Source: an optimization exercise on an open RTL-to-GDS flow (aim: a short achievable clock period and few clock cycles per item). Production flows keep margins and buffers that such runs may drop.
Function was checked by simulation only, so behaviour that the tests miss may differ from the original.

==> v23 <==
## md_lr_top
module md_lr_top (
  input  logic                         clk,
  input  logic                         rst,
  output logic                         pready,
  input  logic                         pvalid,
  input  logic [md_lr_pkg::PADDRW-1:0] paddr,
  input  md_lr_pkg::particle_t         pwdata,
  input  logic                         plast,
  input  logic                         fready,
  output logic                         fvalid,
  output logic [md_lr_pkg::PADDRW-1:0] faddr,
  output logic                         flast,
  output md_lr_pkg::force_t            fdata
);
Settings: LEC_CHECK=0, CAP_MARGIN=20, CORE_MARGIN=2, CORE_UTILIZATION=40, SLEW_MARGIN=20; clock period 10.0 ns.
standard.sh (not shown) runs the stock make flow with config.mk's settings and CLKGATE_MAP_FILE= SYNTH_SCRIPT=/design/flow/synth_recipe.tcl, a recipe that flattens the netlist after the stock synthesis.
==> flow/flow/run.sh <==
#!/bin/bash
# The standard layout, with repair_timing asked to leave setup slack
# beyond the design's clock period, so that it works on every path longer
# than the target. The SDC and every other setting stay the standard flow's.
set -euo pipefail
bash standard.sh SETUP_SLACK_MARGIN=6.8 finish > standard_make.log 2>&1
==> v4: changes against v23 <==
--- a/flow/design.v
+++ b/flow/design.v
@@ -9,17 +9,17 @@
   localparam int PADDRW  = 4;                      
   localparam int QW      = 8;                      
   localparam int GELEW   = 16;                     
   localparam int FW      = 18;                     
   localparam int NSLOT   = 4;                      
   localparam int SLOTW   = 2;
   localparam int TW      = QW + 3;                 
   localparam int RW      = 15;                     
-  localparam int OFIFO   = 6;                      
+  localparam int OFIFO   = 5;                      
   typedef struct packed {
     logic        [GADDRW-1:0] z;
     logic        [GADDRW-1:0] y;
     logic        [GADDRW-1:0] x;
     logic signed [QW-1:0]     q;                   
   } particle_t;
   typedef logic signed [GELEW-1:0] grid_elem_t;
   typedef struct packed {
@@ -214,44 +214,62 @@
   localparam int OCAP = md_lr_pkg::OFIFO;       
   logic [SW-1:0]        ld_ptr;
   logic [SW-1:0]        ld_ptr_c [4];     
   logic                 byp;
   logic                 pbyp;
   logic [SW-1:0]        port_slot;        
   logic                 in_same;          
   logic [3:0]           nl_new;
+  logic [3:0]           ld_nlast;         
+  logic [PW-1:0]        ld_part [16];     
+  always_comb begin
+    ld_nlast = slot_nlast[0];
+    for (int s = 1; s < NSLOT; s++) begin
+      if (ld_ptr == SW'(s)) begin
+        ld_nlast = slot_nlast[s];
+      end
+    end
+    for (int j = 0; j < 16; j++) begin
+      ld_part[j] = slot_p[0][j];
+      for (int s = 1; s < NSLOT; s++) begin
+        if (ld_ptr_c[j / 4] == SW'(s)) begin
+          ld_part[j] = slot_p[s][j];
+        end
+      end
+    end
+  end
   logic                 ld_rdy;
   logic                 gr_load;
   logic                 gr_v;             
   logic [PW-1:0]        gr [16];          
   logic [3:0]           gr_nlast;
   logic [3:0]           g_idx;
   logic                 g_last;
   logic                 issue;
   logic [4:0]           outst;            
   logic                 take;
   logic [5:0]           g_pos;            
   assign port_slot = first_q ? alloc_ptr : cur_slot;
   assign pbyp      = accept & plast & (port_slot == ld_ptr);
   assign in_same   = in_v & ((pbyp & ~first_q) | byp);
   assign byp       = in_v & in_last & ~in_gone & (cur_slot == ld_ptr);
   assign ld_rdy    = slot_full[ld_ptr] | byp | pbyp;
-  assign nl_new    = pbyp ? paddr : byp ? in_idx : slot_nlast[ld_ptr];
+  assign nl_new    = pbyp ? paddr : byp ? in_idx : ld_nlast;
   assign g_last    = (g_idx == gr_nlast);
   assign issue     = gr_v & (outst < 5'(OCAP));
   assign gr_load   = ld_rdy & (~gr_v | (issue & g_last));
   assign free_slot = gr_load;
   for (genvar s = 0; s < NSLOT; s++) begin : g_clr
     assign slot_clr[s] = gr_load & (ld_ptr == SW'(s));
   end
   logic [PW-1:0]        gr_new [16];
   always_comb begin
     for (int j = 0; j < 16; j++) begin
-      gr_new[j] = slot_p[ld_ptr_c[j / 4]][j];
+      gr_new[j] = ld_part[j];
       if (j[3:0] > nl_new) begin
         gr_new[j][QW-1:0] = '0;
       end
       if (in_same & (in_idx == j[3:0])) begin
         gr_new[j] = in_p;
       end
       if (pbyp & (paddr == j[3:0])) begin
         gr_new[j] = pwdata;
@@ -292,17 +310,17 @@
       end
       outst <= outst + {4'd0, issue} - {4'd0, take};
     end
   end
   logic [3:0]           g_idx1;           
   logic [5:0]           p0_new;
   assign p0_new = (pbyp & (paddr == 4'd0))    ? {pwdata.z, pwdata.y, pwdata.x} :
                   (in_same & (in_idx == 4'd0)) ? {in_p.z, in_p.y, in_p.x}
-                                               : slot_p[ld_ptr][0][PW-1:QW];
+                                               : ld_part[0][PW-1:QW];
   always_ff @(posedge clk) begin
     if (gr_load) begin
       g_pos <= p0_new;
     end else if (issue & ~g_last) begin
       g_pos <= gr[g_idx1][PW-1:QW];
     end
   end
   always_ff @(posedge clk) begin
@@ -455,71 +473,58 @@
   end
   always_ff @(posedge clk) begin
     if (rst) begin
       r3_v <= 1'b0;
     end else begin
       r3_v <= r2_v;
     end
   end
-  logic                 r4_v, r4_last;
-  logic [3:0]           r4_idx;
-  logic [RW-1:0]        r4_f [NCOMP];
-  always_ff @(posedge clk) begin
-    for (int c = 0; c < NCOMP; c++) begin
-      r4_f[c] <= r3_s[c] + r3_c[c];
-    end
-    r4_last <= r3_last;
-    r4_idx  <= r3_idx;
-  end
-  always_ff @(posedge clk) begin
-    if (rst) begin
-      r4_v <= 1'b0;
-    end else begin
-      r4_v <= r3_v;
-    end
+  logic [RW-1:0]        fsum [NCOMP];
+  for (genvar c = 0; c < NCOMP; c++) begin : g_cpa
+    assign fsum[c] = r3_s[c] + r3_c[c];
   end
   localparam int OD  = md_lr_pkg::OFIFO;
   localparam int ODW = $clog2(OD);
   localparam int EW  = 3 * RW + 5;
   logic [EW-1:0]  ofifo [OD];
   logic [ODW-1:0] owp, orp, orp1;         
   logic [ODW:0]   ocnt;                   
   logic [ODW:0]   ocnt_nxt;
-  logic [EW-1:0]  r4_e;
+  logic [EW-1:0]  r3_e;
   logic           fvalid_q;
   logic [EW-1:0]  out_q;
   logic [EW-1:0]  head0, head1;           
   function automatic logic [ODW-1:0] oinc(input logic [ODW-1:0] a);
     oinc = (a == ODW'(OD - 1)) ? '0 : a + 1'b1;
   endfunction
-  assign r4_e     = {r4_last, r4_idx, r4_f[2], r4_f[1], r4_f[0]};
+  assign r3_e     = {r3_last, r3_idx, fsum[2], fsum[1], fsum[0]};
   assign take     = fvalid_q & fready;
-  assign ocnt_nxt = ocnt + {{ODW{1'b0}}, r4_v} - {{ODW{1'b0}}, take};
-  assign head0    = (r4_v & (owp == orp))  ? r4_e : ofifo[orp];
-  assign head1    = (r4_v & (owp == orp1)) ? r4_e : ofifo[orp1];
+  assign ocnt_nxt = ocnt + {{ODW{1'b0}}, r3_v} - {{ODW{1'b0}}, take};
+  assign head0    = (r3_v & (owp == orp))  ? r3_e : ofifo[orp];
+  assign head1    = (r3_v & (owp == orp1)) ? r3_e : ofifo[orp1];
   always_ff @(posedge clk) begin
     if (rst) begin
       owp      <= '0;
       orp      <= '0;
       orp1     <= ODW'(1);
       ocnt     <= '0;
       fvalid_q <= 1'b0;
     end else begin
-      if (r4_v) owp <= oinc(owp);
+      if (r3_v) owp <= oinc(owp);
       if (take) begin
         orp  <= orp1;
         orp1 <= oinc(orp1);
       end
       ocnt     <= ocnt_nxt;
       fvalid_q <= (ocnt_nxt != '0);
     end
   end
   always_ff @(posedge clk) begin
-    if (r4_v) ofifo[owp] <= r4_e;
+    if (r3_v) ofifo[owp] <= r3_e;
     out_q <= take ? head1 : head0;
   end
   assign fvalid   = fvalid_q;
   assign flast    = out_q[EW-1];
   assign faddr    = out_q[EW-2 -: 4];
   assign fdata.fx = {{(md_lr_pkg::FW-RW){out_q[RW-1]}}, out_q[RW-1:0]};
   assign fdata.fy = {{(md_lr_pkg::FW-RW){out_q[2*RW-1]}}, out_q[2*RW-1:RW]};
   assign fdata.fz = {{(md_lr_pkg::FW-RW){out_q[3*RW-1]}}, out_q[3*RW-1:2*RW]};
==> summary of the runs <==
- Die area: v4 is lower than v23 (20%).
- Between v23 and v4, the lower synthesized cell count is in v4 (gap 14%, measured against v4).
- Between v4 and v23, the lower design area is in v4 (gap 24%, measured against v23).
- Critical path depth: v23 is higher than v4 (3).
- Between v23 and v4, the lower clock skew is in v23 (gap 0.028 ns).
- v4 went through all stages and came out clean. v23 completed without violations.
- Of v4 and v23, v23 has the higher first-iteration DRC count (gap 51%, measured against v23).
- In v23 the synthesized area is larger than in v4, by 25%.
==> figures <==
| quantity | v23 | v4 |
|---|---|---|
| Clock insertion delay at the later pin of the skew report | 0.95 ns | 0.93 ns |
| Sequential-to-total area share from yosys stat | 0.449 | 0.539 |
| Weighted congestion reported at the end of routability-driven placement | 1.06 | 0.982 |
| Area of the core region | 350000 sq um | 280000 sq um |
| Share of the clock period used by the worst path | 0.367 | 0.339 |
| Number of tap instances | 4599 | 3724 |
| WL/cell | 38.9 microns | 25.5 microns |
| FF-to-FF setup slack | 6.33 ns | 6.77 ns |
| R2r worst-path depth | 4 | 3 |
| Endpoint type of the worst setup path | flip-flop | output pin |
| Placement row count | 217 | 194 |
| Hold worst-path end | r2_idx[1]$_DFF_P_ | r2_idx[0]$_DFF_P_ |
| Area taken by multi-input logic gates | 75500 sq um | 48400 sq um |
| Layout clock buffer count | 382 | 337 |
| Beginning of the worst register-to-register path | in_idx[0]$_DFF_P_ | in_idx[2]$_DFF_P_ |
| Result of the run | no timing/DRC/antenna violations | no timing/DRC/antenna violations |
| Synthesized area per cell | 12.5 sq um | 11.5 sq um |
| ANT cells | 29 | 6 |
| Transition time of the tightest slew-check pin | 1.34 ns | 1.13 ns |
Testbench counts of v23, summed over its fixed seeds: cycles 1,382, items 1,214.
Testbench counts of v4, summed over its fixed seeds: cycles 1,374, items 1,214.

-- afterwards: timing with drivers on the ports --
The flow's constraints put no driver on any port. The routed layouts listed below were extracted and timed again, unchanged, in two steps. Step 1, drivers: a clkbuf_16 drives clk and a buf_2 each remaining input, both assumed. Step 2 times the ports against the registers' clock, not the clock port: input delays grow and output delays shrink by t, the midpoint of the rising clock arrivals with the driver on. a / b / c = ideal / step 1 / step 2; a / b = the first two.
run	t (ns)	setup WS [ns]	worst hold slack (ns)
v23	1.024	6.330 / 6.330 / 5.525	0.323 / 0.323 / 0.323
v4	0.968	6.611 / 6.514 / 5.845	0.318 / 0.318 / 0.318
After both steps every run listed still meets setup and hold. For v23, which loses most, drivers alone change the setup slack by 0.000 ns; drivers and shift together by -0.805 ns.
